What follows belongs to an exercise in optimizing a design on an open flow for small area and a short achievable clock period; a production flow would make more cautious choices.
The RTL was checked by simulation tests, not by an equivalence proof against the original design.
Power and IR drop assume default switching activity.

<file path="config.mk">
export PLATFORM = sky130hd
export DESIGN_NAME = wb_regfile
export DESIGN_NICKNAME = wb_regfile
export VERILOG_FILES = /design/flow/design.v
export SDC_FILE = /design/flow/constraint.sdc
export NUM_CORES = 4
export LEC_CHECK = 0
export CAP_MARGIN = 20
export CORE_MARGIN = 2
export CORE_UTILIZATION = 40
export SETUP_SLACK_MARGIN = 1.0
export SLEW_MARGIN = 20
export SYNTH_HIERARCHICAL = 1
export SYNTH_MINIMUM_KEEP_SIZE = 0
</file>
<file path="constraint.sdc">
create_clock -name core_clock -period 5.5 [get_ports {clk}]
set_input_delay 1.1000 -clock core_clock [delete_from_list [all_inputs] [get_ports {clk}]]
set_output_delay 1.1000 -clock core_clock [all_outputs]
set_load 0.01 [all_outputs]
</file>
<file path="design.v">
package pipe_pkg;
  localparam int DEF_DATA_W = 32;
  localparam int DEF_ADDR_W = 5;
  localparam int DEF_PEND_W = 2;
  typedef logic [DEF_ADDR_W-1:0] reg_sel_t;
  typedef logic [DEF_DATA_W-1:0] word_t;
endpackage
import pipe_pkg::*;
module wb_sb_step (
  input  logic [31:0] idec,
  input  logic [31:0] wdec,
  output logic [31:0] inc,
  output logic [31:0] dec
);
  assign inc = idec & ~wdec;
  assign dec = wdec & ~idec;
endmodule
module wb_scoreboard (
  input  logic        clk,
  input  logic        reset,
  input  logic [31:0] wdec,
  input  logic [31:0] idec,
  input  logic [31:0] adec,
  input  logic [31:0] bdec,
  output logic        hazard_a,
  output logic        hazard_b,
  output logic        pend_ovf
);
  logic [31:0] w_hz;
  logic [31:0] w_ovf_hit;
  logic        r_ovf;
  assign w_hz[0]      = 1'b0;
  assign w_ovf_hit[0] = 1'b0;
  logic [31:0] w_inc, w_dec;
  wb_sb_step u_step (.idec(idec), .wdec(wdec), .inc(w_inc), .dec(w_dec));
  for (genvar g = 1; g < 32; g++) begin : g_reg
    logic r_g1, r_g0;
    always_ff @(posedge clk) begin
      if (reset) begin
        r_g1 <= 1'b0;
        r_g0 <= 1'b0;
      end else begin
        r_g1 <= (r_g1 & !(w_dec[g] & r_g0)) | (w_inc[g] & r_g0);
        r_g0 <= w_dec[g] ? r_g1 : (w_inc[g] ? !r_g1 : r_g0);
      end
    end
    assign w_hz[g]      = r_g1 | (r_g0 & !wdec[g]);
    assign w_ovf_hit[g] = w_inc[g] & r_g1 & !r_g0;
  end
  always_ff @(posedge clk) begin
    if (reset)           r_ovf <= 1'b0;
    else if (|w_ovf_hit) r_ovf <= 1'b1;
  end
  assign pend_ovf = r_ovf;
  wb_rd_bit u_hza (.byp(1'b0), .byp_n(1'b1), .wdn(1'b1), .d(w_hz[31:1]), .s(adec[31:1]),
                   .y(hazard_a));
  wb_rd_bit u_hzb (.byp(1'b0), .byp_n(1'b1), .wdn(1'b1), .d(w_hz[31:1]), .s(bdec[31:1]),
                   .y(hazard_b));
endmodule
import pipe_pkg::*;
module wb_g_inv (input logic a, output logic y);
  assign y = !a;
endmodule
module wb_g_nand2 (input logic a, b, output logic y);
  assign y = !(a & b);
endmodule
module wb_g_nor2 (input logic a, b, output logic y);
  assign y = !(a | b);
endmodule
module wb_g_nand3 (input logic a, b, c, output logic y);
  assign y = !(a & b & c);
endmodule
module wb_g_xnor2 (input logic a, b, output logic y);
  assign y = !(a ^ b);
endmodule
module wb_g_a32oi (input logic a1, a2, a3, b1, b2, output logic y);
  assign y = !((a1 & a2 & a3) | (b1 & b2));
endmodule
module wb_or8 (
  input  logic [7:0] d,
  input  logic [7:0] s,
  output logic       y
);
  assign y = |(d & s);
endmodule
module wb_or7 (
  input  logic [6:0] d,
  input  logic [6:0] s,
  output logic       y
);
  assign y = |(d & s);
endmodule
module wb_rd_bit (
  input  logic        byp,
  input  logic        byp_n,
  input  logic        wdn,
  input  logic [31:1] d,
  input  logic [31:1] s,
  output logic        y
);
  logic [3:0] w_q;    
  logic [1:0] w_r;    
  wb_or7 u_q0 (.d(d[7:1]), .s(s[7:1]), .y(w_q[0]));
  for (genvar j = 1; j < 4; j++) begin : g_q
    wb_or8 u (.d(d[8*j +: 8]), .s(s[8*j +: 8]), .y(w_q[j]));
  end
  wb_g_nor2  u_r0 (.a(w_q[0]), .b(w_q[1]), .y(w_r[0]));
  wb_g_nor2  u_r1 (.a(w_q[2]), .b(w_q[3]), .y(w_r[1]));
  wb_g_a32oi u_y  (.a1(byp_n), .a2(w_r[0]), .a3(w_r[1]), .b1(byp), .b2(wdn), .y(y));
endmodule
module wb_dec (
  input  logic        en,
  input  logic [4:0]  sel,
  output logic [31:0] y
);
  logic [4:0] w_n;
  logic [3:0] w_lo_n;
  logic [7:0] w_hi_n;
  for (genvar j = 0; j < 5; j++) begin : g_inv
    wb_g_inv u (.a(sel[j]), .y(w_n[j]));
  end
  for (genvar k = 0; k < 4; k++) begin : g_lo
    wb_g_nand3 u (.a(en), .b(k[0] ? sel[0] : w_n[0]), .c(k[1] ? sel[1] : w_n[1]), .y(w_lo_n[k]));
  end
  for (genvar m = 0; m < 8; m++) begin : g_hi
    wb_g_nand3 u (.a(m[0] ? sel[2] : w_n[2]), .b(m[1] ? sel[3] : w_n[3]),
                  .c(m[2] ? sel[4] : w_n[4]), .y(w_hi_n[m]));
  end
  for (genvar i = 0; i < 32; i++) begin : g_y
    wb_g_nor2 u (.a(w_lo_n[i % 4]), .b(w_hi_n[i / 4]), .y(y[i]));
  end
endmodule
module wb_rdec (
  input  logic [4:0]  sel,
  output logic [31:0] y
);
  logic [4:0] w_n;
  logic [3:0] w_lo_n;
  logic [7:0] w_hi_n;
  for (genvar j = 0; j < 5; j++) begin : g_inv
    wb_g_inv u (.a(sel[j]), .y(w_n[j]));
  end
  for (genvar k = 0; k < 4; k++) begin : g_lo
    wb_g_nand2 u (.a(k[0] ? sel[0] : w_n[0]), .b(k[1] ? sel[1] : w_n[1]), .y(w_lo_n[k]));
  end
  for (genvar m = 0; m < 8; m++) begin : g_hi
    wb_g_nand3 u (.a(m[0] ? sel[2] : w_n[2]), .b(m[1] ? sel[3] : w_n[3]),
                  .c(m[2] ? sel[4] : w_n[4]), .y(w_hi_n[m]));
  end
  for (genvar i = 0; i < 32; i++) begin : g_y
    wb_g_nor2 u (.a(w_lo_n[i % 4]), .b(w_hi_n[i / 4]), .y(y[i]));
  end
endmodule
module wb_byp_eq (
  input  logic       en_nz,
  input  logic [4:0] sel_w,
  input  logic [4:0] sel_r,
  output logic       y,
  output logic       y_n
);
  logic [4:0] w_eq;
  logic [1:0] w_p;
  for (genvar j = 0; j < 5; j++) begin : g_eq
    wb_g_xnor2 u (.a(sel_w[j]), .b(sel_r[j]), .y(w_eq[j]));
  end
  wb_g_nand3 u_p0 (.a(w_eq[0]), .b(w_eq[1]), .c(w_eq[2]), .y(w_p[0]));
  wb_g_nand3 u_p1 (.a(w_eq[3]), .b(w_eq[4]), .c(en_nz),   .y(w_p[1]));
  wb_g_nor2  u_y  (.a(w_p[0]), .b(w_p[1]), .y(y));
  wb_g_inv   u_yn (.a(y), .y(y_n));
endmodule
module wb_regfile
#(
  parameter int DATA_W = DEF_DATA_W,
  parameter int ADDR_W = DEF_ADDR_W,
  parameter int PEND_W = DEF_PEND_W
) (
  input  logic              clk,
  input  logic              reset,
  input  logic              wb_en,
  input  logic [ADDR_W-1:0] wb_sel,
  input  logic [DATA_W-1:0] wb_data,
  input  logic              iss_en,
  input  logic [ADDR_W-1:0] iss_sel,
  input  logic [ADDR_W-1:0] rd_sel_a,
  input  logic [ADDR_W-1:0] rd_sel_b,
  output logic [DATA_W-1:0] rd_data_a,
  output logic [DATA_W-1:0] rd_data_b,
  output logic              hazard_a,
  output logic              hazard_b,
  output logic              pend_ovf
);
  localparam int NREG = 32;
  logic [NREG-1:0]   w_wdec, w_idec;         
  logic [NREG-1:0]   w_asel, w_bsel;         
  logic              w_wen_nz, w_abyp, w_abyp_n, w_bbyp, w_bbyp_n;
  logic [DATA_W-1:0] w_wdata, w_wdn;
  logic [DATA_W-1:0][NREG-1:1] w_cols;       
  wb_dec  u_wdec (.en(wb_en),  .sel(wb_sel),   .y(w_wdec));
  wb_dec  u_idec (.en(iss_en), .sel(iss_sel),  .y(w_idec));
  wb_rdec u_adec (.sel(rd_sel_a), .y(w_asel));
  wb_rdec u_bdec (.sel(rd_sel_b), .y(w_bsel));
  assign w_wdata = reset ? '0 : wb_data;
  for (genvar g = 1; g < NREG; g++) begin : g_reg
    logic [DATA_W-1:0] r_q;
    always_ff @(posedge clk) begin
      if (reset || w_wdec[g]) r_q <= w_wdata;
    end
    for (genvar b = 0; b < DATA_W; b++) begin : g_bit
      assign w_cols[b][g] = r_q[b];
    end
  end
  assign w_wen_nz = wb_en && (wb_sel != '0);
  wb_byp_eq u_abyp (.en_nz(w_wen_nz), .sel_w(wb_sel), .sel_r(rd_sel_a), .y(w_abyp),
                    .y_n(w_abyp_n));
  wb_byp_eq u_bbyp (.en_nz(w_wen_nz), .sel_w(wb_sel), .sel_r(rd_sel_b), .y(w_bbyp),
                    .y_n(w_bbyp_n));
  for (genvar b = 0; b < DATA_W; b++) begin : g_col
    wb_g_inv  u_wdn (.a(wb_data[b]), .y(w_wdn[b]));
    wb_rd_bit u_a (.byp(w_abyp), .byp_n(w_abyp_n), .wdn(w_wdn[b]), .d(w_cols[b]),
                   .s(w_asel[NREG-1:1]), .y(rd_data_a[b]));
    wb_rd_bit u_b (.byp(w_bbyp), .byp_n(w_bbyp_n), .wdn(w_wdn[b]), .d(w_cols[b]),
                   .s(w_bsel[NREG-1:1]), .y(rd_data_b[b]));
  end
  wb_scoreboard u_sb (
    .clk      (clk),
    .reset    (reset),
    .wdec     (w_wdec),
    .idec     (w_idec),
    .adec     (w_asel),
    .bdec     (w_bsel),
    .hazard_a (hazard_a),
    .hazard_b (hazard_b),
    .pend_ovf (pend_ovf)
  );
endmodule
</file>
<file path="flow/run.sh">
#!/bin/bash
# Standard layout, with port buffers from the plain buffer family, the resizer allowed to
# change a cell's footprint (so those buffers can be sized like any other), and a clock tree
# of clkbuf_16 in sink clusters of up to 30 within 70 um, without dummy loads.
set -o pipefail
CTS="-sink_clustering_enable -repair_clock_nets -sink_clustering_size 30 -sink_clustering_max_diameter 70 -buf_list sky130_fd_sc_hd__clkbuf_16 -dont_use_dummy_load"
bash standard.sh MATCH_CELL_FOOTPRINT=0 "BUFFER_PORTS_ARGS=-buffer_cell sky130_fd_sc_hd__buf_2" "CTS_ARGS=$CTS" finish > flow.log 2>&1
</file>
<file path="standard.sh">
#!/bin/bash
# synth_recipe.tcl (not shown) runs the flow's synth.tcl, then flattens the netlist and writes it again
# the make line also repeats each setting of config.mk as NAME=value (left out here)
make -C /OpenROAD-flow-scripts/flow DESIGN_CONFIG=/design/flow/config.mk WORK_HOME=/design/flow/orfs CLKGATE_MAP_FILE= SYNTH_SCRIPT=/design/flow/synth_recipe.tcl "${@:-finish}"
</file>
==> impl_metrics.ini, run 1 <==
[status]
outcome = no timing/DRC/antenna violations

[placed_design]
hpwlAfterDp_um = 104700
io_buffers = 122
gp_congestion = 0.9648

[timing]
min_period_ns = 4.558
worst_slew_pin_slew_ns = 1.165
setup_viol = 0
final_hold_viol_count = 0
drv_slew = 0
setup_tns_ns = 0
rsz0062_at_grt = true
finalCritPeriodShare_pct = 82.88
max_slew_margin_pct = 22.33
fmax_mhz = 219.4
fin_worst_skew_ns = 0.04731

[critical_path]
cp_num_cells = 10
crit_slowest_cell = a32oi_1
cp.required_ns = 4.40
r2r_start = u_sb.g_reg[3].r_g0$_SDFFE_PP0P_
worstSetupPathType = input port to output pin
cp-start-kind = input port
timing.critical_path.from = rd_sel_a[2]
crit_path_end = rd_data_a[29]
r2r-end = u_sb.r_ovf$_SDFFE_PP0P_
worstPathMaxFanout = 33
cp_top_family = buffers and inverters
slowest_delay_ns = 0.56
cpMostUsedCell = buf_2
endpoint_kind = output pin
reg2reg_depth = 4
critical_path_buf_inv_count = 4
worstPathArrival_ns = 3.46
path_cells = buf_2 > inv_1 > nand3_1 > nor2_4 > buf_12 > a22oi_1 > nand4_1 > nor2_1 > a32oi_1 > buf_2
r2r_slack_ns = 3.82

[pwr]
p_leak_nw = 16.84
power_density_nw_per_um2 = 299.2
power_mw = 15.63
vdd_drop_max_v = 0.0002737

[finish]
antenna_cells = 0
layout-drive-gt1-share_pct = 17.65
final_nets = 3655
area_growth_pct = 15.97
layout_common_cells = 992 x edfxtp_1, 955 x a22oi_1, 266 x nor2_1
layout_commonest_cell = edfxtp_1
nFillCells = 9947

[logic_synthesis]
avgSynthCellArea_um2 = 14.00
synth_cells = 3218
ys_warn_count = 8
netlist_area_um2 = 45040

[cts]
cts_root_buffer = clkbuf_16
cts_tree = yes
clock_sinks = 1055
insertion_delay_ns = 0.67
cts_made_buffers = 53
cts.path.max_buffers = 3
clk_pin_slew_ns = 0.11
ctsHoldBuffers = 0
htree_levels = 2

[floorplan]
dieArea_um2 = 115300
initial_core_util_pct = 40.20
design.portCount = 123
fp.dieW_um = 339.6
die_h_um = 339.6
fp-row-count = 123
fp.coreArea_um2 = 112000

[grt]
antenna_found_initial = 5
first_global_vias = 32710
use_met2_pct = 41.65
grt_busiest_layer = met2
grtUsageTotal_pct = 28.48
grt_pass1_wl_um = 238600
grt.met3_usage_pct = 7.779
overflow = 0
grt_max_degree = 106
grt.met1_usage_pct = 40.09

[routing]
wl_um = 171000
drtAntennaViolNets = 0
viasPerCell = 6.898
firstDrtPassIters = 9
drtIter0Drc = 5681
post_drt_wl_per_cell_um = 33.54
vias = 35160
drc = 0

[hold_path]
hold_path.class = register to register
whs_path_depth = 3

[job]
cap_violations = 0
==> state kept, by name, summed over array words and instances, names as in the netlist <==
| register | cells |
|---|---|
| g.r_q | 992 |
| u_sb.g.r_g0 | 31 |
| u_sb.g.r_g1 | 31 |
| u_sb.r_ovf | 1 |
==> worst min path at each step <==
stage | slack (ns) | to | from
after floorplan | 0.52 | u_sb.g_reg[1].r_g1$_SDFF_PP0_ | u_sb.g_reg[1].r_g0$_SDFFE_PP0P_
after global placement | 0.54 | u_sb.g_reg[3].r_g1$_SDFF_PP0_ | u_sb.g_reg[3].r_g0$_SDFFE_PP0P_
after detailed placement | 0.55 | u_sb.g_reg[15].r_g1$_SDFF_PP0_ | u_sb.g_reg[15].r_g0$_SDFFE_PP0P_
after CTS | 0.53 | u_sb.g_reg[4].r_g1$_SDFF_PP0_ | u_sb.g_reg[4].r_g0$_SDFFE_PP0P_
after global routing | 0.57 | u_sb.g_reg[4].r_g1$_SDFF_PP0_ | u_sb.g_reg[4].r_g0$_SDFFE_PP0P_
final | 0.54 | u_sb.g_reg[4].r_g1$_SDFF_PP0_ | u_sb.g_reg[4].r_g0$_SDFFE_PP0P_
==> per-stage QoR <==
stage	util (%)	setup slack, ns	std cells	hold WS [ns]	cell area (um2)
floorplan	-	1.331	3222	0.5241	45060
detailed placement	44.58	0.7118	4994	0.5509	49950
finish	46.62	0.9417	5097	0.5421	52240
global placement	44.58	0.7428	4994	0.5428	49940
global route	46.62	0.9129	5097	0.5692	52240
CTS	46.36	0.9889	5094	0.5336	51940
==> layer usage <==
| layer | up-vias | wire length, um |
|---|---|---|
| li1 | 14430 | - |
| met1 | 17510 | 66110 |
| met2 | 2747 | 72680 |
| met3 | 463 | 24160 |
| met4 | 10 | 7968 |
| met5 | - | 49 |
==> worst min-delay path, stage by stage, from the launching register on <==
cell     delay [ns]
dfxtp_1        0.35
nand2_1        0.07
a22oi_1        0.06
nor2_1         0.08
==> final cells by class <==
| type | instances | area [um2] | area share (%) |
|---|---|---|---|
| Timing Repair Buffer | 334 | 3179 | 6.086 |
| Tap cell | 1500 | 1877 | 3.593 |
| Clock buffer | 53 | 1326 | 2.539 |
| Multi-Input combinational cell | 2070 | 14480 | 27.72 |
| Sequential cell | 1055 | 31050 | 59.44 |
| Inverter | 85 | 322.8 | 0.6180 |
==> report_power, final <==
| group | internal (mW) | leakage [nW] | switching (mW) |
|---|---|---|---|
| logic | 0.418 | 6.09 | 1.19 |
| registers | 9.50 | 10.1 | 0.324 |
| clock network | 1.71 | 0.653 | 2.49 |
| total | 11.6 | 16.8 | 4.00 |
==> repair_timing <==
item,4_1_cts,5_1_grt
pin swaps,18,6
cloned,1,0
buffers inserted,46,3
gates resized for setup,19,46
endpoints found under the setup margin,66,49
==> inputs of run 2 (changes only) <==
--- a/config.mk
+++ b/config.mk
@@ -8,7 +8,7 @@
 export CAP_MARGIN = 20
 export CORE_MARGIN = 2
 export CORE_UTILIZATION = 40
-export SETUP_SLACK_MARGIN = 1.0
+export SETUP_SLACK_MARGIN = 1.4
 export SLEW_MARGIN = 20
 export SYNTH_HIERARCHICAL = 1
 export SYNTH_MINIMUM_KEEP_SIZE = 0
==> run 2 against run 1 <==
Sequential power up 0.4%. Die area did not move. Still clean. Clock skew is 0.0097 ns lower. Cell area rose by 7.7%. Critical endpoint is now rd_data_a[26]. Combinational power up 17%. Synthesized area unchanged.
==> impl_metrics.ini, run 2 <==
[routing]
drc = 0
firstDrtPassIters = 9
post_drt_wl_per_cell_um = 32.75
drtIter0Drc = 5778
wl_um = 173600
drtAntennaViolNets = 0
vias = 36010
viasPerCell = 6.793

[cts]
htree_levels = 2
cts.path.max_buffers = 3
cts_made_buffers = 54
ctsHoldBuffers = 0
clock_sinks = 1055
cts_root_buffer = clkbuf_16
insertion_delay_ns = 0.66
clk_pin_slew_ns = 0.10
cts_tree = yes

[grt]
grt_pass1_wl_um = 241800
overflow = 0
grtUsageTotal_pct = 28.78
first_global_vias = 33890
grt_max_degree = 75
antenna_found_initial = 2

[timing]
setup_viol = 0
rsz0062_at_grt = true
fin_ws_ns = 1.240
final_hold_viol_count = 0
max_slew_margin_pct = 22.03
fin_worst_skew_ns = 0.03766
finalCritPeriodShare_pct = 77.46
setup_tns_ns = 0
worst_slew_pin_slew_ns = 1.170
min_period_ns = 4.260
drv_slew = 0
fmax_mhz = 234.7

[finish]
top_register = g.r_q
largest_registers = g.r_q: 992 flops, u_sb.g.r_g0: 31 flops, u_sb.g.r_g1: 31 flops
layout_commonest_cell = edfxtp_1
area_growth_pct = 24.86
fin_cells = 5302
layout_common_cells = 992 x edfxtp_1, 882 x a22oi_1, 258 x buf_4
largest_reg_flops = 992
fin_util_pct = 50.20
layout-drive-gt1-share_pct = 28.31
final_nets = 3859

[hold_path]
hold_end = u_sb.g_reg[29].r_g0$_SDFFE_PP0P_
worst_hold_startpoint = u_sb.g_reg[29].r_g1$_SDFF_PP0_
whs_path_depth = 2
hold_path.class = register to register

[critical_path]
cp-start-kind = input port
endpoint_kind = output pin
cp.required_ns = 4.40
r2r-end = u_sb.r_ovf$_SDFFE_PP0P_
r2r_start = u_sb.g_reg[17].r_g0$_SDFFE_PP0P_
worstPathMaxFanout = 8
worstPathArrival_ns = 3.16
r2r_slack_ns = 3.95
worstSetupPathType = input port to output pin
reg2reg_depth = 4

[job]
cap_violations = 0

[pwr]
vdd_drop_max_v = 0.0002002
power_density_nw_per_um2 = 283.5
p_leak_nw = 18.39

[placed_design]
dp.cells = 5004
gp_congestion = 0.9321
dpl_worst_slack_ns = 0.5416
hpwlAfterDp_um = 108600
io_buffers = 122

[logic_synthesis]
avgSynthCellArea_um2 = 14.00
ys_warn_count = 8
netlist_area_um2 = 45040
synth_cells = 3218

[floorplan]
initial_core_util_pct = 40.20
die_h_um = 339.6
fp.coreArea_um2 = 112000
fp.dieW_um = 339.6
design.portCount = 123
dieArea_um2 = 115300
fp-row-count = 123

[status]
outcome = no timing/DRC/antenna violations
==> run 2: cell count changes in the layout (fill, tap and decap cells not counted), moves of 60 or more <==
cell and delta:
buf_4 +124, nor2_4 +66, buf_6 +60, a22oi_2 +73, nor2_1 -96, a22oi_1 -73
==> run 2: per-stage QoR <==
stage          power, mW  hold WS, ns  cell area, um2
3_5_place_dp       11.45       0.5544           49690
2_1_floorplan      10.57       0.5241           45230
3_3_place_gp       11.42       0.5466           49620
6_report           15.94       0.5415           56240
5_1_grt            16.32       0.5794           56240
4_1_cts            15.76       0.5387           54670
==> run 2: power breakdown <==
part           internal, mW  switching (mW)
registers              9.50           0.356
logic                 0.594            1.28
clock network          1.74            2.47
==> run 2: final cells by class <==
| class | count | area [um2] |
|---|---|---|
| diodes | 1 | 2.502 |
| inverters | 85 | 394.1 |
| clock buffers | 54 | 1351 |
| repair buffers | 531 | 5298 |
| flip-flops and latches | 1055 | 31050 |
| fillers | 9517 | 55800 |
| well taps | 1500 | 1877 |
| multi-input cells | 2076 | 16270 |
==> run 2: critical path, cell delays in order <==
cell        delay [ns]
buf_12            0.09
clkinvlp_4        0.18
nand2_8           0.21
nor2_4            0.08
buf_12            0.15
buf_4             0.15
a222oi_1          0.34
nand3_1           0.31
nor2_2            0.20
a32oi_2           0.16
buf_2             0.18
==> run 2: how the worst max path moves through the flow <==
stage / start / endpoint / slack [ns]
after CTS: rd_sel_a[0] / rd_data_a[1] / 1.37
after global placement: rd_sel_a[0] / rd_data_a[1] / 0.57
final: rd_sel_a[0] / rd_data_a[26] / 1.24
after detailed placement: rd_sel_a[0] / rd_data_a[1] / 0.54
after global routing: rd_sel_a[0] / rd_data_a[26] / 1.25
after floorplan: wb_sel[0] / rd_data_a[0] / 1.60
==> run 2: what timing repair did <==
| action | in CTS | in global routing |
|---|---|---|
| pin swaps | 142 | 192 |
| endpoints found under the setup margin | 66 | 66 |
| setup buffers | 173 | 58 |
| cloned | 8 | 2 |
| gates resized for setup | 406 | 211 |
==> run 2: layer usage <==
metal  global-route usage, %  up-vias  share of wire, %
met5                  0.8987        -                 0
met4                   12.52        0               5.2
met3                   6.911      513                12
met2                   45.37     2665                46
met1                   37.88    17970                37
li1                        -    14870                 -
==> inputs of run 3 (changes only) <==
--- a/config.mk
+++ b/config.mk
@@ -8,7 +8,8 @@
 export CAP_MARGIN = 20
 export CORE_MARGIN = 2
 export CORE_UTILIZATION = 40
-export SETUP_SLACK_MARGIN = 1.4
+export GPL_ROUTABILITY_DRIVEN = 0
+export SETUP_SLACK_MARGIN = 1.2
 export SLEW_MARGIN = 20
 export SYNTH_HIERARCHICAL = 1
 export SYNTH_MINIMUM_KEEP_SIZE = 0
==> run 3 against run 2 <==
Clock-buffer cell count decreased by 1. Final cell count decreased by 3.2%. Non-clock buffer count decreased by 161. Setup slack worse by 0.16 ns. Clock skew is 0.011 ns higher. Largest cell class unchanged. Highest routed layer is now met5. Register-to-register slack got worse by 0.11 ns. Combinational power shrank 9%. Cell area is 5.2% lower. Fmax fell by 3.7%. Core utilization decreased by 2.6 points. Clock power barely moved. Sequential power is essentially flat.
==> impl_metrics.ini, run 3 <==
[critical_path]
endpoint_kind = output pin
worstSetupPathType = input port to output pin
cp.required_ns = 4.40
worstPathMaxFanout = 12
cp-start-kind = input port
worstPathArrival_ns = 3.32
r2r_slack_ns = 3.84

[status]
outcome = no timing/DRC/antenna violations

[timing]
worst_slew_pin_slew_ns = 1.185
min_period_ns = 4.424
setup_tns_ns = 0
rsz0062_at_grt = true
setup_viol = 0
drv_slew = 0
final_hold_viol_count = 0
max_slew_margin_pct = 21.00
fmax_mhz = 226.0
finalCritPeriodShare_pct = 80.44
fin_worst_skew_ns = 0.04895

[placed_design]
hpwlAfterDp_um = 104700
io_buffers = 122
placed_area_um2 = 49950

[routing]
vias = 35590
viasPerCell = 6.932
drc = 0
wl_um = 172800
drtAntennaViolNets = 0
firstDrtPassIters = 9
drtIter0Drc = 5901
post_drt_wl_per_cell_um = 33.66

[cts]
ctsHoldBuffers = 0
insertion_delay_ns = 0.67
cts_root_buffer = clkbuf_16
clk_pin_slew_ns = 0.12
cts_tree = yes
cts_made_buffers = 53
htree_levels = 2
cts.path.max_buffers = 3
clock_sinks = 1055

[grt]
first_global_vias = 32800
grtUsageTotal_pct = 28.66
overflow = 0
grt_pass1_wl_um = 239900
grt_max_degree = 106
antenna_found_initial = 7

[finish]
largest_registers = g.r_q: 992 flops, u_sb.g.r_g0: 31 flops, u_sb.g.r_g1: 31 flops
layout-drive-gt1-share_pct = 21.11
final_nets = 3691
layout_commonest_cell = edfxtp_1
layout_common_cells = 992 x edfxtp_1, 947 x a22oi_1, 219 x nor2_1
fin_area_um2 = 53320
area_growth_pct = 18.38
largest_reg_flops = 992
top_register = g.r_q

[floorplan]
fp-row-count = 123
fp.coreArea_um2 = 112000
fp.dieW_um = 339.6
initial_core_util_pct = 40.20
design.portCount = 123
die_h_um = 339.6
dieArea_um2 = 115300

[logic_synthesis]
ys_warn_count = 8
netlist_area_um2 = 45040
synth_cells = 3218
avgSynthCellArea_um2 = 14.00

[pwr]
power_density_nw_per_um2 = 295.4
power_mw = 15.75
p_leak_nw = 17.18
vdd_drop_max_v = 0.0002736

[job]
cap_violations = 0

[hold_path]
hold_path.class = register to register
## run 3: final timing paths
check                                   startpoint                        endpoint  cells after the start
hold reg to reg   u_sb.g_reg[16].r_g0$_SDFFE_PP0P_  u_sb.g_reg[16].r_g1$_SDFF_PP0_                      3
setup reg to reg  u_sb.g_reg[17].r_g0$_SDFFE_PP0P_         u_sb.r_ovf$_SDFFE_PP0P_                      4
setup / recovery                       rd_sel_a[2]                    rd_data_a[6]                     11
hold / removal    u_sb.g_reg[16].r_g0$_SDFFE_PP0P_  u_sb.g_reg[16].r_g1$_SDFF_PP0_                      3
## run 3: final cells by class
type / instances / area, um2
antenna: 1 / 2.502
clock buffer: 53 / 1326
fill: 9836 / 58720
inverter: 85 / 341.6
multi-input combinational: 2070 / 15100
sequential: 1055 / 31050
tap: 1500 / 1877
timing repair buffer: 370 / 3620
## run 3: worst max-delay path, cell delays in order
cell and delay (ns):
buf_6 0.14, clkinvlp_4 0.22, nand3_4 0.23, nor2_4 0.07, buf_12 0.16, buf_4 0.16
a22oi_1 0.18, nand4_1 0.33, nor2_2 0.28, a32oi_1 0.21, buf_2 0.22
## run 3: what timing repair did
action	in CTS	in global routing
pin swaps	32	57
buffers inserted	53	30
resized for setup	98	139
endpoints found under the hold margin	0	0
endpoints found under the setup margin	66	65
gates cloned	2	1
## run 3: per-stage QoR
step,hold slack (ns),worst slack [ns],util (%),instances
floorplan,0.5241,1.331,-,3222
global placement,0.5428,0.7428,44.58,4994
detailed placement,0.5509,0.7118,44.58,4994
CTS,0.5336,1.112,46.77,5102
global route,0.5685,1.114,47.59,5133
finish,0.5461,1.076,47.59,5134
## run 3: per-layer routing
metal / GRT usage [%] / vias to the layer above / wire, um
met5: 0 / - / 22
met4: 11.13 / 6 / 7263
met3: 7.426 / 445 / 24240
met2: 42.18 / 2822 / 74440
met1: 40.58 / 17800 / 66820
li1: - / 14520 / -
## run 3: where the power goes
group / switching [mW] / internal [mW] / total (mW)
combinational: 1.23 / 0.475 / 1.71
sequential: 0.327 / 9.50 / 9.83
clock: 2.50 / 1.71 / 4.21
==> inputs of run 4 (changes only) <==
--- a/config.mk
+++ b/config.mk
@@ -8,7 +8,6 @@
 export CAP_MARGIN = 20
 export CORE_MARGIN = 2
 export CORE_UTILIZATION = 40
-export GPL_ROUTABILITY_DRIVEN = 0
 export SETUP_SLACK_MARGIN = 1.2
 export SLEW_MARGIN = 20
 export SYNTH_HIERARCHICAL = 1
==> run 4 against run 3 <==
Sequential share of layout area is the same. Critical path depth is the same. Clock power is essentially flat. Critical path type unchanged. Critical endpoint unchanged.
==> impl_metrics.ini, run 4 <==
[finish]
top_register = g.r_q
layout_commonest_cell = edfxtp_1
layout-drive-gt1-share_pct = 21.11
area_growth_pct = 18.38
final_nets = 3691
largest_reg_flops = 992
layout_common_cells = 992 x edfxtp_1, 947 x a22oi_1, 219 x nor2_1
fin_cells = 5134
fin_area_um2 = 53320
largest_registers = g.r_q: 992 flops, u_sb.g.r_g0: 31 flops, u_sb.g.r_g1: 31 flops

[critical_path]
cp.required_ns = 4.40
crit_slowest_cell = nand4_1
cp-start-kind = input port
cp_top_family = simple AND/OR/NAND/NOR gates
worstSetupPathType = input port to output pin
reg2reg_depth = 4
r2r_slack_ns = 3.84
path_cells = buf_6 > clkinvlp_4 > nand3_4 > nor2_4 > buf_12 > buf_4 > a22oi_1 > nand4_1 > nor2_2 > a32oi_1 > buf_2
timing.critical_path.from = rd_sel_a[2]
r2r-end = u_sb.r_ovf$_SDFFE_PP0P_
worstPathMaxFanout = 12
slowest_delay_ns = 0.33
critical_path_buf_inv_count = 5
endpoint_kind = output pin
r2r_start = u_sb.g_reg[17].r_g0$_SDFFE_PP0P_
worstPathArrival_ns = 3.32

[routing]
viasPerCell = 6.932
firstDrtPassIters = 9
vias = 35590
drtIter0Drc = 5901
drc = 0
drtAntennaViolNets = 0
post_drt_wl_per_cell_um = 33.66
wl_um = 172800

[job]
cap_violations = 0

[timing]
drv_slew = 0
holdWs_ns = 0.5461
min_period_ns = 4.424
worst_slew_pin_slew_ns = 1.185
setup_tns_ns = 0
max_slew_margin_pct = 21.00
rsz0062_at_grt = true
fin_worst_skew_ns = 0.04895
final_hold_viol_count = 0
finalCritPeriodShare_pct = 80.44
fmax_mhz = 226.0
setup_viol = 0

[placed_design]
dp.cells = 4994
gp_congestion = 0.9648
hpwlAfterDp_um = 104700
io_buffers = 122
placed_area_um2 = 49950

[pwr]
power_density_nw_per_um2 = 295.4
vdd_drop_max_v = 0.0002736
power_mw = 15.75
p_leak_nw = 17.18

[grt]
grt_pass1_wl_um = 239900
grtUsageTotal_pct = 28.66
grt_max_degree = 106
antenna_found_initial = 7
first_global_vias = 32800
overflow = 0

[cts]
cts_tree = yes
cts_root_buffer = clkbuf_16
cts.path.max_buffers = 3
cts_made_buffers = 53
clk_pin_slew_ns = 0.12
htree_levels = 2
insertion_delay_ns = 0.67
clock_sinks = 1055

[logic_synthesis]
synth_cells = 3218
netlist_area_um2 = 45040
ys_warn_count = 8
avgSynthCellArea_um2 = 14.00

[floorplan]
fp.dieW_um = 339.6
die_h_um = 339.6
fp.coreArea_um2 = 112000
initial_core_util_pct = 40.20
design.portCount = 123
fp-row-count = 123
dieArea_um2 = 115300

[hold_path]
hold_end = u_sb.g_reg[16].r_g1$_SDFF_PP0_
worst_hold_startpoint = u_sb.g_reg[16].r_g0$_SDFFE_PP0P_
hold_path.class = register to register
whs_path_depth = 3

[status]
outcome = no timing/DRC/antenna violations
## run 4: layout make-up
| type | count | area, um2 |
|---|---|---|
| fillers | 9836 | 58720 |
| flip-flops and latches | 1055 | 31050 |
| multi-input cells | 2070 | 15100 |
| repair buffers | 370 | 3620 |
| well taps | 1500 | 1877 |
| clock buffers | 53 | 1326 |
| inverters | 85 | 341.6 |
| diodes | 1 | 2.502 |
## run 4: worst min-delay path: stages, from the launching register on
cell	delay [ns]
dfxtp_1	0.34
nand2_1	0.07
a22oi_1	0.07
nor2_1	0.08
## run 4: per-stage QoR
step           utilization (%)  worst slack [ns]
2_1_floorplan                -             1.331
3_3_place_gp             44.58            0.7428
3_5_place_dp             44.58            0.7118
4_1_cts                  46.77             1.112
5_1_grt                  47.59             1.114
6_report                 47.59             1.076
## run 4: worst max-delay path by stage
stage	slack (ns)	to	cells past startpoint
6_report	1.08	rd_data_a[6]	11
5_1_grt	1.11	rd_data_a[20]	10
3_3_place_gp	0.74	rd_data_a[16]	10
2_1_floorplan	1.33	hazard_a	7
3_5_place_dp	0.71	rd_data_a[16]	10
4_1_cts	1.11	rd_data_a[16]	11
## run 4: power breakdown
part | internal (mW) | total [mW] | switching (mW)
Sequential | 9.50 | 9.83 | 0.327
Combinational | 0.475 | 1.71 | 1.23
Clock | 1.71 | 4.21 | 2.50
## run 4: repair_timing
action / in CTS / in global routing
setup endpoints to repair: 66 / 65
pin swaps: 32 / 57
setup buffers: 53 / 30
gates cloned: 2 / 1
gates resized for setup: 98 / 139
hold buffers: 0 / 0
hold endpoints to repair: 0 / 0
## run 4: metal layers
metal	routed length, um	global-route usage, %
met5	22	0
met4	7263	11.13
met3	24240	7.426
met2	74440	42.18
met1	66820	40.58
==> inputs of run 5 (changes only) <==
==> flow/run.sh (replaced) <==
#!/bin/bash
# Standard layout, with port buffers from the plain buffer family, the resizer allowed to
# change a cell's footprint (so those buffers can be sized like any other), and a clock tree
# of clkbuf_4 in sink clusters of up to 10 within 35 um, without dummy loads.
set -o pipefail
CTS="-sink_clustering_enable -repair_clock_nets -sink_clustering_size 10 -sink_clustering_max_diameter 35 -buf_list sky130_fd_sc_hd__clkbuf_4 -dont_use_dummy_load"
bash standard.sh MATCH_CELL_FOOTPRINT=0 "BUFFER_PORTS_ARGS=-buffer_cell sky130_fd_sc_hd__buf_2" "CTS_ARGS=$CTS" finish > flow.log 2>&1
==> run 5 against run 4 <==
First-iteration DRC count shrank 0.75%. Core utilization is essentially flat. Wire length grew 1.1%. Largest power group unchanged. Combinational power is essentially flat. Sequential share of layout area is essentially flat. Sequential power is essentially flat. Register-to-register slack is essentially flat. Final cell count grew 2.2%. Via count grew 1.5%.
==> impl_metrics.ini, run 5 <==
[floorplan]
fp.dieW_um = 339.6
design.portCount = 123
fp.coreArea_um2 = 112000
die_h_um = 339.6
dieArea_um2 = 115300
initial_core_util_pct = 40.20
fp-row-count = 123

[routing]
vias = 36120
post_drt_wl_per_cell_um = 33.27
drtAntennaViolNets = 0
firstDrtPassIters = 9
wl_um = 174600
viasPerCell = 6.883
drtIter0Drc = 5857
drc = 0

[grt]
grt_pass1_wl_um = 243000
grt_max_degree = 106
grt_busiest_layer = met2
use_met2_pct = 42.41
grt.met3_usage_pct = 8.641
antenna_found_initial = 6
first_global_vias = 33760
overflow = 0
grt.met1_usage_pct = 40.55
grtUsageTotal_pct = 29.16

[critical_path]
worstSetupPathType = input port to output pin
cp-start-kind = input port
endpoint_kind = output pin
reg2reg_depth = 4
worstPathArrival_ns = 3.29
r2r_start = u_sb.g_reg[17].r_g0$_SDFFE_PP0P_
r2r-end = u_sb.r_ovf$_SDFFE_PP0P_
cp.required_ns = 4.40
r2r_slack_ns = 3.84
worstPathMaxFanout = 11

[cts]
cts_made_buffers = 163
cts_root_buffer = clkbuf_4
cts.path.max_buffers = 3
insertion_delay_ns = 1.05
cts_tree = yes
clock_sinks = 1055
htree_levels = 4
ctsHoldBuffers = 0
clk_pin_slew_ns = 0.09

[timing]
fmax_mhz = 227.8
final_hold_viol_count = 0
finalCritPeriodShare_pct = 79.81
drv_slew = 0
fin_worst_skew_ns = 0.04371
min_period_ns = 4.389
rsz0062_at_grt = true
setup_tns_ns = 0
holdWs_ns = 0.5219
max_slew_margin_pct = 22.83
fin_ws_ns = 1.111
worst_slew_pin_slew_ns = 1.158
setup_viol = 0

[status]
outcome = no timing/DRC/antenna violations

[hold_path]
whs_path_depth = 3
hold_end = u_sb.g_reg[9].r_g1$_SDFF_PP0_
hold_path.class = register to register
worst_hold_startpoint = u_sb.g_reg[9].r_g0$_SDFFE_PP0P_

[placed_design]
dpl_worst_slack_ns = 0.7118
hpwlAfterDp_um = 104700
gp_congestion = 0.9648
io_buffers = 122

[pwr]
p_leak_nw = 17.27
power_density_nw_per_um2 = 291.5
vdd_drop_max_v = 0.0001890

[finish]
layout_common_cells = 992 x edfxtp_1, 946 x a22oi_1, 217 x nor2_1
area_growth_pct = 18.32
top_register = g.r_q
largest_reg_flops = 992
layout_commonest_cell = edfxtp_1
layout-drive-gt1-share_pct = 23.44
largest_registers = g.r_q: 992 flops, u_sb.g.r_g0: 31 flops, u_sb.g.r_g1: 31 flops
final_nets = 3800

[logic_synthesis]
ys_warn_count = 8
synth_cells = 3218
avgSynthCellArea_um2 = 14.00
netlist_area_um2 = 45040

[job]
cap_violations = 0
run 5: worst max-delay path by stage:
stage,end,depth (start not counted),from
2_1_floorplan,hazard_a,7,rd_sel_a[2]
4_1_cts,rd_data_a[16],11,rd_sel_a[2]
3_5_place_dp,rd_data_a[16],10,rd_sel_a[0]
5_1_grt,rd_data_a[27],11,rd_sel_a[3]
3_3_place_gp,rd_data_a[16],10,rd_sel_a[0]
6_report,rd_data_a[6],11,rd_sel_a[2]
run 5: timing repair:
| item | 4_1_cts | 5_1_grt |
|---|---|---|
| gates resized for setup | 100 | 141 |
| pin swaps | 32 | 65 |
| setup buffers | 53 | 29 |
| gates cloned | 2 | 1 |
| endpoints found under the setup margin | 66 | 65 |
run 5: critical path, cell delays in order:
cell and delay (ns):
buf_6 0.14, clkinvlp_4 0.21, nand3_4 0.22, nor2_4 0.07, buf_12 0.16, buf_4 0.16, a22oi_1 0.18, nand4_1 0.32
nor2_2 0.28, a32oi_1 0.20, buf_2 0.22
run 5: final cells by class:
cell class,instances,area (um2)
Fill cell,9941,58750
Sequential cell,1055,31050
Multi-Input combinational cell,2070,15150
Timing Repair Buffer,369,3630
Tap cell,1500,1877
Clock buffer,163,1224
Inverter,85,344.1
Antenna cell,6,15.01
run 5: per-stage QoR:
| step | cell area, um2 | total power, mW | utilization, % | std cells |
|---|---|---|---|---|
| floorplan | 45060 | 10.56 | - | 3222 |
| global placement | 49940 | 11.45 | 44.58 | 4994 |
| detailed placement | 49950 | 11.49 | 44.58 | 4994 |
| CTS | 52310 | 15.40 | 46.69 | 5212 |
| global route | 53290 | 15.99 | 47.56 | 5246 |
| finish | 53290 | 15.53 | 47.57 | 5248 |
run 5: per-layer routing:
layer	up-vias	part of all wire, %
met1	17990	39
met2	2888	43
met3	453	14
li1	14790	-
met4	2	4.3
met5	-	0.0040
run 5: where the power goes:
group	switching, mW	leakage [nW]	internal (mW)
Combinational	1.24	6.42	0.484
Sequential	0.327	10.1	9.50
Clock	2.63	0.750	1.35
==> inputs of run 6 (changes only) <==
--- a/design.v
+++ b/design.v
@@ -151,8 +151,12 @@
     wb_g_nor2 u (.a(w_lo_n[i % 4]), .b(w_hi_n[i / 4]), .y(y[i]));
   end
 endmodule
+module wb_g_nand4 (input logic a, b, c, d, output logic y);
+  assign y = !(a & b & c & d);
+endmodule
 module wb_byp_eq (
-  input  logic       en_nz,
+  input  logic       en,
+  input  logic       nz,
   input  logic [4:0] sel_w,
   input  logic [4:0] sel_r,
   output logic       y,
@@ -164,9 +168,21 @@
     wb_g_xnor2 u (.a(sel_w[j]), .b(sel_r[j]), .y(w_eq[j]));
   end
   wb_g_nand3 u_p0 (.a(w_eq[0]), .b(w_eq[1]), .c(w_eq[2]), .y(w_p[0]));
-  wb_g_nand3 u_p1 (.a(w_eq[3]), .b(w_eq[4]), .c(en_nz),   .y(w_p[1]));
+  wb_g_nand4 u_p1 (.a(w_eq[3]), .b(w_eq[4]), .c(en), .d(nz), .y(w_p[1]));
   wb_g_nor2  u_y  (.a(w_p[0]), .b(w_p[1]), .y(y));
   wb_g_inv   u_yn (.a(y), .y(y_n));
+endmodule
+module wb_g_nor3 (input logic a, b, c, output logic y);
+  assign y = !(a | b | c);
+endmodule
+module wb_nz (
+  input  logic [4:0] sel,
+  output logic       nz
+);
+  logic w_z0, w_z1;
+  wb_g_nor3  u_z0 (.a(sel[0]), .b(sel[1]), .c(sel[2]), .y(w_z0));
+  wb_g_nor2  u_z1 (.a(sel[3]), .b(sel[4]), .y(w_z1));
+  wb_g_nand2 u_nz (.a(w_z0), .b(w_z1), .y(nz));
 endmodule
 module wb_regfile
 #(
@@ -192,7 +208,7 @@
   localparam int NREG = 32;
   logic [NREG-1:0]   w_wdec, w_idec;         
   logic [NREG-1:0]   w_asel, w_bsel;         
-  logic              w_wen_nz, w_abyp, w_abyp_n, w_bbyp, w_bbyp_n;
+  logic              w_wnz, w_abyp, w_abyp_n, w_bbyp, w_bbyp_n;
   logic [DATA_W-1:0] w_wdata, w_wdn;
   logic [DATA_W-1:0][NREG-1:1] w_cols;       
   wb_dec  u_wdec (.en(wb_en),  .sel(wb_sel),   .y(w_wdec));
@@ -209,10 +225,10 @@
       assign w_cols[b][g] = r_q[b];
     end
   end
-  assign w_wen_nz = wb_en && (wb_sel != '0);
-  wb_byp_eq u_abyp (.en_nz(w_wen_nz), .sel_w(wb_sel), .sel_r(rd_sel_a), .y(w_abyp),
+  wb_nz     u_wnz  (.sel(wb_sel), .nz(w_wnz));
+  wb_byp_eq u_abyp (.en(wb_en), .nz(w_wnz), .sel_w(wb_sel), .sel_r(rd_sel_a), .y(w_abyp),
                     .y_n(w_abyp_n));
-  wb_byp_eq u_bbyp (.en_nz(w_wen_nz), .sel_w(wb_sel), .sel_r(rd_sel_b), .y(w_bbyp),
+  wb_byp_eq u_bbyp (.en(wb_en), .nz(w_wnz), .sel_w(wb_sel), .sel_r(rd_sel_b), .y(w_bbyp),
                     .y_n(w_bbyp_n));
   for (genvar b = 0; b < DATA_W; b++) begin : g_col
     wb_g_inv  u_wdn (.a(wb_data[b]), .y(w_wdn[b]));
==> run 6 against run 5 <==
Clock power down 1%. Cell area up 0.46%. First-iteration DRC count decreased by 3.5%. Critical endpoint is now rd_data_a[27].
==> impl_metrics.ini, run 6 <==
[status]
outcome = no timing/DRC/antenna violations

[pwr]
comb_power_share_pct = 10.8
switching_share_pct = 26.48
pwr-share-seq_pct = 63.8
power_density_nw_per_um2 = 288.0
netSwitchingPower_mw = 4.084
p_int_mw = 11.34
p_leak_nw = 17.57
vdd_drop_max_v = 0.0002409
power_mw = 15.42
pwr-share-clk_pct = 25.5

[critical_path]
crit_path_end = rd_data_a[27]
cp.required_ns = 4.40
slowest_delay_ns = 0.37
r2r_slack_ns = 3.94
worstSetupPathType = input port to output pin
cp_num_cells = 11
worstPathArrival_ns = 3.25
path_cells = clkbuf_4 > inv_2 > nand3_4 > nor2_4 > buf_12 > buf_4 > a22oi_1 > nand4_1 > nor2_2 > a32oi_2 > buf_2
cp-start-kind = input port
timing.critical_path.from = rd_sel_a[4]
r2r_start = u_sb.g_reg[9].r_g0$_SDFFE_PP0P_
reg2reg_depth = 4
critical_path_buf_inv_count = 5
r2r-end = u_sb.r_ovf$_SDFFE_PP0P_
cp_top_family = buffers and inverters
endpoint_kind = output pin
crit_slowest_cell = a32oi_2
worstPathMaxFanout = 24

[logic_synthesis]
avgSynthCellArea_um2 = 14.00
netlist_area_um2 = 45050
synth_cells = 3219
ys_warn_count = 8

[finish]
largest_registers = g.r_q: 992 flops, u_sb.g.r_g0: 31 flops, u_sb.g.r_g1: 31 flops
largest_reg_flops = 992
fin_cells = 5305
fin_util_pct = 47.79
layout_common_cells = 992 x edfxtp_1, 947 x a22oi_1, 218 x buf_4
final_nets = 3862
area_growth_pct = 18.83
layout_commonest_cell = edfxtp_1
layout-drive-gt1-share_pct = 24.53
top_register = g.r_q

[grt]
first_global_vias = 34510
grt_pass1_wl_um = 238500
grtUsageTotal_pct = 28.52
grt_max_degree = 92
antenna_found_initial = 4
overflow = 0

[timing]
final_hold_viol_count = 0
finalCritPeriodShare_pct = 79.06
holdWs_ns = 0.5000
fin_worst_skew_ns = 0.04993
fmax_mhz = 230.0
min_period_ns = 4.349
setup_viol = 0
worst_slew_pin_slew_ns = 1.148
rsz0062_at_grt = true
setup_tns_ns = 0
max_slew_margin_pct = 23.50
drv_slew = 0

[routing]
firstDrtPassIters = 8
viasPerCell = 6.759
drtIter0Drc = 5651
drc = 0
drtAntennaViolNets = 0
wl_um = 169800
vias = 35860
post_drt_wl_per_cell_um = 32.02

[floorplan]
fp.coreArea_um2 = 112000
design.portCount = 123
fp.dieW_um = 339.6
initial_core_util_pct = 40.21
die_h_um = 339.6
dieArea_um2 = 115300
fp-row-count = 123

[cts]
ctsHoldBuffers = 0
insertion_delay_ns = 1.09
clock_sinks = 1055
clk_pin_slew_ns = 0.10
cts_made_buffers = 164
cts_tree = yes
htree_levels = 4
cts_root_buffer = clkbuf_4
cts.path.max_buffers = 3

[placed_design]
hpwlAfterDp_um = 103600
dp.cells = 5004
io_buffers = 122
gp_congestion = 0.9165

[hold_path]
hold_path.class = input port to register

[job]
cap_violations = 0
==> run 6: cell types whose count changed in the layout (fill, tap and decap cells not counted), moves of 12 or more <==
cell	change
nor2_1	-12
nor2_2	-13
a32oi_2	-12
buf_4	+64
a32oi_1	+20
buf_12	-17
nor2_4	+29
buf_6	+13
==> run 6: layout make-up <==
class	instances	area, um2
multi-input combinational	2075	15170
fill	9850	58500
clock buffer	164	1231
timing repair buffer	425	3854
tap	1500	1877
inverter	85	352.8
sequential	1055	31050
antenna	1	2.502
==> run 6: power groups by stage <==
stage               Clock, mW  Sequential (mW)  Combinational (mW)
floorplan                   0             9.91               0.654
global placement            0             9.97                1.42
detailed placement          0             10.0                1.43
CTS                      3.98             9.82                1.54
global route             4.29             9.90                1.71
finish                   3.93             9.83                1.66
==> run 6: repair_timing <==
action,CTS,global route
resized for setup,173,101
pin swaps,49,53
cloned,4,1
setup buffers,105,25
endpoints found under the setup margin,66,66
==> run 6: worst min-delay path by stage <==
| stage | startpoint | depth (start not counted) | slack, ns | end |
|---|---|---|---|---|
| after global placement | u_sb.g_reg[3].r_g0$_SDFFE_PP0P_ | 3 | 0.54 | u_sb.g_reg[3].r_g1$_SDFF_PP0_ |
| final | wb_data[12] | 2 | 0.50 | g_reg[10].r_q[12]$_DFFE_PP_ |
| after floorplan | u_sb.g_reg[1].r_g0$_SDFFE_PP0P_ | 3 | 0.52 | u_sb.g_reg[1].r_g1$_SDFF_PP0_ |
| after detailed placement | u_sb.g_reg[29].r_g0$_SDFFE_PP0P_ | 3 | 0.55 | u_sb.g_reg[29].r_g1$_SDFF_PP0_ |
| after global routing | wb_data[5] | 2 | 0.45 | g_reg[16].r_q[5]$_DFFE_PP_ |
| after CTS | wb_data[1] | 2 | 0.39 | g_reg[4].r_q[1]$_DFFE_PP_ |
==> run 6: worst register-to-register path, stage by stage (launching register included) <==
cell and delay (ns):
dfxtp_1 0.40, nand3b_1 0.21, o2111ai_1 0.21, nor4_1 0.39, a41oi_1 0.17
==> run 6: per-stage QoR <==
stage | setup slack, ns | cell area [um2]
global route | 1.143 | 53540
CTS | 1.133 | 52810
detailed placement | 0.6293 | 49670
global placement | 0.6184 | 49630
floorplan | 1.331 | 45070
finish | 1.151 | 53540
==> run 6: routing by layer <==
metal | track usage (%) | part of all wire (%) | vias up | wire length [um]
met4 | 13.40 | 5.0 | 6 | 8531
li1 | - | - | 14890 | -
met2 | 43.91 | 45 | 2703 | 75880
met1 | 37.86 | 37 | 17730 | 63580
met3 | 7.275 | 13 | 522 | 21830
met5 | 0 | 0.017 | - | 29
==> inputs of run 7 (changes only) <==
--- a/config.mk
+++ b/config.mk
@@ -7,7 +7,7 @@
 export LEC_CHECK = 0
 export CAP_MARGIN = 20
 export CORE_MARGIN = 2
-export CORE_UTILIZATION = 40
+export CORE_UTILIZATION = 45
 export SETUP_SLACK_MARGIN = 1.2
 export SLEW_MARGIN = 20
 export SYNTH_HIERARCHICAL = 1
==> run 7 against run 6 <==
Still clean on timing, DRC and antenna. Synthesized area unchanged. Core utilization increased by 4.6 points. Critical endpoint is now rd_data_b[4]. Largest power group unchanged. Worst hold slack got worse by 0.032 ns. Combinational power about the same. Global-route usage increased by 4.4 points. Clock power increased by 2%.
==> impl_metrics.ini, run 7 <==
[grt]
first_global_vias = 34110
grt_max_degree = 95
overflow = 0
grt_pass1_wl_um = 240900
antenna_found_initial = 4
grtUsageTotal_pct = 32.89

[job]
cap_violations = 0

[finish]
layout-drive-gt1-share_pct = 21.99
top_register = g.r_q
fin_util_pct = 52.42
layout_common_cells = 992 x edfxtp_1, 951 x a22oi_1, 221 x nor2_1
layout_commonest_cell = edfxtp_1
largest_registers = g.r_q: 992 flops, u_sb.g.r_g0: 31 flops, u_sb.g.r_g1: 31 flops
area_growth_pct = 16.02
fin_area_um2 = 52270
final_nets = 3760
largest_reg_flops = 992

[floorplan]
fp-row-count = 116
fp.dieW_um = 320.4
die_h_um = 320.4
initial_core_util_pct = 45.19
dieArea_um2 = 102700
design.portCount = 123
fp.coreArea_um2 = 99710

[cts]
cts_tree = yes
htree_levels = 4
clock_sinks = 1055
cts_made_buffers = 166
clk_pin_slew_ns = 0.11
cts.path.max_buffers = 3
cts_root_buffer = clkbuf_4
insertion_delay_ns = 1.08

[timing]
fmax_mhz = 226.6
final_hold_viol_count = 0
drv_slew = 0
rsz0062_at_grt = true
worst_slew_pin_slew_ns = 1.192
setup_viol = 0
finalCritPeriodShare_pct = 80.25
fin_worst_skew_ns = 0.03238
min_period_ns = 4.414
setup_tns_ns = 0
max_slew_margin_pct = 20.20

[critical_path]
cp-start-kind = input port
r2r-end = u_sb.r_ovf$_SDFFE_PP0P_
endpoint_kind = output pin
reg2reg_depth = 4
r2r_start = u_sb.g_reg[3].r_g0$_SDFFE_PP0P_
cp.required_ns = 4.40
worstPathMaxFanout = 33
r2r_slack_ns = 3.86
worstPathArrival_ns = 3.31
worstSetupPathType = input port to output pin

[placed_design]
io_buffers = 122
hpwlAfterDp_um = 104500
gp_congestion = 0.9445
placed_area_um2 = 49590

[logic_synthesis]
ys_warn_count = 8
netlist_area_um2 = 45050
avgSynthCellArea_um2 = 14.00
synth_cells = 3219

[routing]
wl_um = 172800
firstDrtPassIters = 9
drtIter0Drc = 5588
drtAntennaViolNets = 0
post_drt_wl_per_cell_um = 34.50
viasPerCell = 7.144
vias = 35780
drc = 0

[pwr]
vdd_drop_max_v = 0.0001842
p_leak_nw = 16.97
power_mw = 15.47
power_density_nw_per_um2 = 295.9

[hold_path]
hold_path.class = input port to register
whs_path_depth = 2
worst_hold_startpoint = wb_data[9]
hold_end = g_reg[16].r_q[9]$_DFFE_PP_

[status]
outcome = no timing/DRC/antenna violations
## run 7: what timing repair did
item / CTS / global route
cloned: 0 / 1
hold buffers: 0 / 0
endpoints found under the setup margin: 66 / 65
buffers inserted: 35 / 20
pin swaps: 35 / 52
gates resized for setup: 105 / 102
## run 7: how the worst max path moves through the flow
stage	startpoint	end	slack (ns)	depth (start not counted)
after floorplan	rd_sel_a[2]	hazard_a	1.33	7
after global placement	rd_sel_a[0]	rd_data_a[28]	0.73	10
after detailed placement	rd_sel_a[2]	rd_data_a[25]	0.69	10
after CTS	rd_sel_a[2]	rd_data_a[17]	1.15	10
after global routing	rd_sel_b[2]	rd_data_b[30]	1.13	10
final	rd_sel_b[0]	rd_data_b[4]	1.09	10
## run 7: report_power, final
group / switching [mW] / leakage, nW / internal, mW
sequential: 0.325 / 10.1 / 9.50
clock: 2.61 / 0.764 / 1.38
combinational: 1.21 / 6.11 / 0.447
## run 7: final cells by class
class	instances	area, um2
fill	8336	47440
tap	1298	1624
timing repair buffer	326	3064
inverter	85	337.8
multi-input combinational	2070	14930
sequential	1055	31050
antenna	9	22.52
clock buffer	166	1246
## run 7: layer usage
layer	wire length, um	global-route usage [%]
met3	24630	10.57
met4	9669	17.54
met1	65190	44.14
met2	73320	47.62
met5	0	0
## run 7: worst max-delay path: stages
cell and delay, ns:
buf_2 0.18, inv_1 0.15, nand2_4 0.24, nor2_4 0.06
buf_12 0.17, a222oi_1 0.35, nand3_1 0.26, nor2_1 0.23
a32oi_2 0.26, buf_2 0.24
## run 7: metrics by stage
step	worst slack (ns)	std cells	hold slack (ns)
floorplan	1.331	3223	0.5241
global placement	0.7327	4778	0.5412
detailed placement	0.6872	4778	0.5513
CTS	1.146	4979	0.4519
global route	1.127	5009	0.4159
finish	1.086	5009	0.4678
==> inputs of run 8 (changes only) <==
--- a/config.mk
+++ b/config.mk
@@ -8,7 +8,7 @@
 export CAP_MARGIN = 20
 export CORE_MARGIN = 2
 export CORE_UTILIZATION = 45
-export SETUP_SLACK_MARGIN = 1.2
+export SETUP_SLACK_MARGIN = 1.35
 export SLEW_MARGIN = 20
 export SYNTH_HIERARCHICAL = 1
 export SYNTH_MINIMUM_KEEP_SIZE = 0
==> run 8 against run 7 <==
Still clean. Total power is 1.5% higher. Register-to-register slack better by 0.09 ns. Synthesized cell count stayed put. Highest routed layer is now met5. Final cell count is 3.6% higher. Critical endpoint is now rd_data_b[9]. Sequential cell count stayed put. Global-route usage is 0.25 points higher.
==> impl_metrics.ini, run 8 <==
[critical_path]
critical_path_buf_inv_count = 5
path_cells = buf_12 > clkinvlp_4 > nand3_4 > nor2_4 > buf_12 > buf_4 > a22oi_1 > nand4_1 > nor2_4 > a32oi_2 > buf_2
slowest_delay_ns = 0.27
cp-start-kind = input port
crit_slowest_cell = nand3_4
endpoint_kind = output pin
reg2reg_depth = 4
cp_top_family = buffers and inverters
worstSetupPathType = input port to output pin
cp_num_cells = 11
worstPathArrival_ns = 3.23
worstPathMaxFanout = 10
cp.required_ns = 4.40

[timing]
fin_ws_ns = 1.166
worst_slew_pin_slew_ns = 1.168
max_slew_margin_pct = 21.78
final_hold_viol_count = 0
setup_tns_ns = 0
fin_worst_skew_ns = 0.03745
rsz0062_at_grt = true
drv_slew = 0
finalCritPeriodShare_pct = 78.79
fmax_mhz = 230.8
min_period_ns = 4.334
setup_viol = 0

[logic_synthesis]
synth_cells = 3219
ys_warn_count = 8
netlist_area_um2 = 45050
avgSynthCellArea_um2 = 14.00

[finish]
largest_reg_flops = 992
area_growth_pct = 23.51
nFillCells = 7999
layout_common_cells = 992 x edfxtp_1, 879 x a22oi_1, 239 x buf_4
final_nets = 3942
top_register = g.r_q
layout-drive-gt1-share_pct = 29.99
largest_registers = g.r_q: 992 flops, u_sb.g.r_g0: 31 flops, u_sb.g.r_g1: 31 flops
layout_commonest_cell = edfxtp_1
fin_util_pct = 55.81

[floorplan]
fp.coreArea_um2 = 99710
initial_core_util_pct = 45.19
dieArea_um2 = 102700
fp.dieW_um = 320.4
design.portCount = 123
die_h_um = 320.4
fp-row-count = 116

[grt]
grt.met1_usage_pct = 45.24
grt_pass1_wl_um = 243800
first_global_vias = 35130
grtUsageTotal_pct = 33.14
grt_busiest_layer = met2
antenna_found_initial = 9
grt.met3_usage_pct = 9.029
use_met2_pct = 48.44
overflow = 0
grt_max_degree = 101

[routing]
vias = 37250
drc = 0
firstDrtPassIters = 9
drtIter0Drc = 6204
wl_um = 177300
drtAntennaViolNets = 0
post_drt_wl_per_cell_um = 34.16
viasPerCell = 7.179

[cts]
cts_tree = yes
clk_pin_slew_ns = 0.12
insertion_delay_ns = 1.09
clock_sinks = 1055
htree_levels = 4
cts_made_buffers = 164
cts_root_buffer = clkbuf_4
ctsHoldBuffers = 0
cts.path.max_buffers = 3

[pwr]
power_density_nw_per_um2 = 282.2
p_leak_nw = 18.34
vdd_drop_max_v = 0.0001752

[hold_path]
hold_path.class = input port to register
whs_path_depth = 2

[placed_design]
hpwlAfterDp_um = 105200
dpl_worst_slack_ns = 0.6145
io_buffers = 122
gp_congestion = 0.9502

[job]
cap_violations = 0

[status]
outcome = no timing/DRC/antenna violations
==> run 8: worst paths after layout <==
path	from	endpoint	slack, ns
setup / recovery	rd_sel_b[2]	rd_data_b[9]	1.17
hold / removal	wb_data[11]	g_reg[1].r_q[11]$_DFFE_PP_	0.50
setup reg to reg	u_sb.g_reg[3].r_g0$_SDFFE_PP0P_	u_sb.r_ovf$_SDFFE_PP0P_	3.95
hold reg to reg	u_sb.g_reg[18].r_g0$_SDFFE_PP0P_	u_sb.g_reg[18].r_g1$_SDFF_PP0_	0.55
==> run 8: routing by layer <==
layer  part of all wire, %  up-vias
met5                 0.087        -
met3                    14      619
met1                    37    18440
met2                    43     3085
li1                      -    15100
met4                   5.9       10
==> run 8: through the flow <==
stage	hold WS [ns]	power, mW	std cells	cell area [um2]
3_3_place_gp	0.5426	11.43	4812	49490
5_1_grt	0.4504	16.17	5187	55640
2_1_floorplan	0.5241	10.56	3223	45160
6_report	0.5001	15.70	5189	55650
3_5_place_dp	0.5522	11.46	4813	49530
4_1_cts	0.4354	15.48	5132	53710
==> run 8: cell type report <==
class | count | area [um2] | area share (%)
Tap cell | 1298 | 1624 | 2.918
Clock buffer | 164 | 1231 | 2.212
Timing Repair Buffer | 504 | 5145 | 9.246
Multi-Input combinational cell | 2076 | 16210 | 29.13
Antenna cell | 7 | 17.52 | 0.03148
Inverter | 85 | 371.6 | 0.6678
Sequential cell | 1055 | 31050 | 55.80
==> run 8: power breakdown <==
part	switching [mW]	internal [mW]
combinational	1.29	0.582
clock	2.61	1.36
sequential	0.349	9.50
total	4.25	11.4
==> run 8: timing repair <==
action / 4_1_cts / 5_1_grt
cloned: 7 / 7
pin swaps: 119 / 187
buffers inserted: 148 / 43
endpoints found under the setup margin: 66 / 66
gates resized for setup: 294 / 282
hold endpoints to repair: 0 / 0
==> inputs of run 9 (changes only) <==
==> flow/run.sh (replaced) <==
#!/bin/bash
# Standard layout, with port buffers from the plain buffer family, the resizer allowed to
# change a cell's footprint (so those buffers can be sized like any other), and a clock tree
# of clkbuf_16 in sink clusters of up to 30 within 70 um, without dummy loads.
set -o pipefail
CTS="-sink_clustering_enable -repair_clock_nets -sink_clustering_size 30 -sink_clustering_max_diameter 70 -buf_list sky130_fd_sc_hd__clkbuf_16 -dont_use_dummy_load"
bash standard.sh MATCH_CELL_FOOTPRINT=0 "BUFFER_PORTS_ARGS=-buffer_cell sky130_fd_sc_hd__buf_2" "CTS_ARGS=$CTS" finish > flow.log 2>&1
--- a/config.mk
+++ b/config.mk
@@ -7,8 +7,8 @@
 export LEC_CHECK = 0
 export CAP_MARGIN = 20
 export CORE_MARGIN = 2
-export CORE_UTILIZATION = 45
-export SETUP_SLACK_MARGIN = 1.35
+export CORE_UTILIZATION = 40
+export SETUP_SLACK_MARGIN = 1.2
 export SLEW_MARGIN = 20
 export SYNTH_HIERARCHICAL = 1
 export SYNTH_MINIMUM_KEEP_SIZE = 0
==> run 9 against run 8 <==
Still clean. Clock skew rose by 0.0034 ns. Critical path depth unchanged. Clock-buffer cell count fell by 107. Sequential share of layout area is 1.9 points higher. Combinational power down 12%. Clock power is 9.1% higher. Register-to-register slack worse by 0.04 ns. Via count is 5.4% lower. Global-route usage fell by 4.9 points. Final cell count rose by 0.25%. Sequential cell count unchanged. Worst hold slack better by 0.052 ns. Critical endpoint is now rd_data_b[20]. Highest routed layer unchanged.
==> impl_metrics.ini, run 9 <==
[timing]
drv_slew = 0
rsz0062_at_grt = true
fmax_mhz = 230.5
holdWs_ns = 0.5521
finalCritPeriodShare_pct = 78.89
worst_slew_pin_slew_ns = 1.152
fin_worst_skew_ns = 0.04083
max_slew_margin_pct = 23.22
final_hold_viol_count = 0
min_period_ns = 4.339
setup_viol = 0
setup_tns_ns = 0

[critical_path]
cp-start-kind = input port
path_cells = buf_6 > clkinvlp_4 > nand2_8 > buf_4 > nor2_4 > buf_12 > a22oi_1 > nand4_1 > nor2_2 > a32oi_1 > buf_2
endpoint_kind = output pin
slowest_delay_ns = 0.34
cp.required_ns = 4.40
worstPathMaxFanout = 33
crit_slowest_cell = nor2_2
r2r_slack_ns = 3.91
reg2reg_depth = 4
worstPathArrival_ns = 3.24
worstSetupPathType = input port to output pin

[floorplan]
design.portCount = 123
fp-row-count = 123
dieArea_um2 = 115300
initial_core_util_pct = 40.21
die_h_um = 339.6
fp.dieW_um = 339.6
fp.coreArea_um2 = 112000

[cts]
htree_levels = 2
insertion_delay_ns = 0.69
cts_made_buffers = 57
clock_sinks = 1055
cts_tree = yes
cts_root_buffer = clkbuf_16
cts.path.max_buffers = 3
clk_pin_slew_ns = 0.09

[routing]
wl_um = 168800
drtIter0Drc = 5631
drtAntennaViolNets = 0
viasPerCell = 6.771
drc = 0
post_drt_wl_per_cell_um = 32.46
firstDrtPassIters = 12
vias = 35230

[placed_design]
io_buffers = 122
gp_congestion = 0.9165
hpwlAfterDp_um = 103600

[grt]
grt.met1_usage_pct = 38.10
grtUsageTotal_pct = 28.19
antenna_found_initial = 4
grt_busiest_layer = met2
overflow = 0
use_met2_pct = 43.74
grt.met3_usage_pct = 6.334
grt_pass1_wl_um = 236600
grt_max_degree = 92
first_global_vias = 33650

[job]
cap_violations = 0

[finish]
layout_common_cells = 992 x edfxtp_1, 943 x a22oi_1, 220 x buf_4
top_register = g.r_q
area_growth_pct = 19.43
largest_registers = g.r_q: 992 flops, u_sb.g.r_g0: 31 flops, u_sb.g.r_g1: 31 flops
antenna_cells = 0
layout_commonest_cell = edfxtp_1
final_nets = 3760
largest_reg_flops = 992
layout-drive-gt1-share_pct = 22.53

[logic_synthesis]
synth_cells = 3219
ys_warn_count = 8
netlist_area_um2 = 45050
avgSynthCellArea_um2 = 14.00

[pwr]
p_leak_nw = 17.56
vdd_drop_max_v = 0.0002360
power_density_nw_per_um2 = 294.0

[hold_path]
hold_path.class = register to register
whs_path_depth = 2

[status]
outcome = no timing/DRC/antenna violations
==> run 9: changes by cell type in the layout (fill, tap and decap cells not counted), moves of 19 or more <==
cell,previous run,this run
a22oi_1,879,943
a22oi_2,76,12
a32oi_1,21,52
buf_12,93,70
buf_4,239,220
buf_6,48,22
clkbuf_16,7,57
clkbuf_4,165,4
nor2_1,167,204
nor2_2,66,43
==> run 9: area by class of cell <==
type                            instances  area (um2)
Sequential cell                      1055       31050
Clock buffer                           57        1426
Tap cell                             1500        1877
Inverter                               85       345.3
Multi-Input combinational cell       2075       15190
Timing Repair Buffer                  430        3921
Fill cell                            9738       58230
==> run 9: timing repair <==
| item | 4_1_cts | 5_1_grt |
|---|---|---|
| pin swaps | 48 | 49 |
| gates resized for setup | 174 | 102 |
| setup endpoints to repair | 66 | 66 |
| hold buffers | 0 | 0 |
| gates cloned | 4 | 1 |
| buffers inserted | 108 | 27 |
| endpoints found under the hold margin | 0 | 0 |
==> run 9: layer usage <==
metal	up-vias	share of wire, %
met5	-	0.013
met3	419	12
met2	2598	45
met1	17560	38
li1	14640	-
met4	4	4.4
==> run 9: report_power, final <==
| part | switching (mW) | internal (mW) | total, mW |
|---|---|---|---|
| logic | 1.18 | 0.476 | 1.66 |
| clock network | 2.49 | 1.83 | 4.33 |
| registers | 0.333 | 9.50 | 9.83 |
==> run 9: path summary, 6_finish.rpt <==
path,from,endpoint
setup / recovery,rd_sel_b[1],rd_data_b[20]
hold / removal,u_sb.g_reg[29].r_g1$_SDFF_PP0_,u_sb.g_reg[29].r_g0$_SDFFE_PP0P_
setup reg to reg,u_sb.g_reg[9].r_g0$_SDFFE_PP0P_,u_sb.r_ovf$_SDFFE_PP0P_
hold reg to reg,u_sb.g_reg[29].r_g1$_SDFF_PP0_,u_sb.g_reg[29].r_g0$_SDFFE_PP0P_
==> run 9: metrics by stage <==
step / std cells / area [um2] / util (%) / setup WS (ns) / power (mW)
2_1_floorplan: 3223 / 45070 / - / 1.331 / 10.56
3_3_place_gp: 5004 / 49630 / 44.30 / 0.6184 / 11.39
3_5_place_dp: 5004 / 49670 / 44.34 / 0.6293 / 11.43
4_1_cts: 5173 / 53040 / 47.34 / 1.147 / 15.70
5_1_grt: 5202 / 53810 / 48.03 / 1.132 / 16.22
6_report: 5202 / 53810 / 48.03 / 1.161 / 15.82
==> run 9: critical path: cells and delay by family <==
kind | cells | cell delay, ns
buffers and inverters | 5 | 0.93
AND/OR/NAND/NOR | 4 | 0.72
AO/OA/AOI/OAI | 2 | 0.45

Setup slack of run 9, layout unchanged: 1.161 ns with ideal ports, 1.119 ns with driving cells assumed (clock clkbuf_16, inputs buf_2), 1.119 ns with port delays also shifted by the 0.756 ns mid clock arrival.
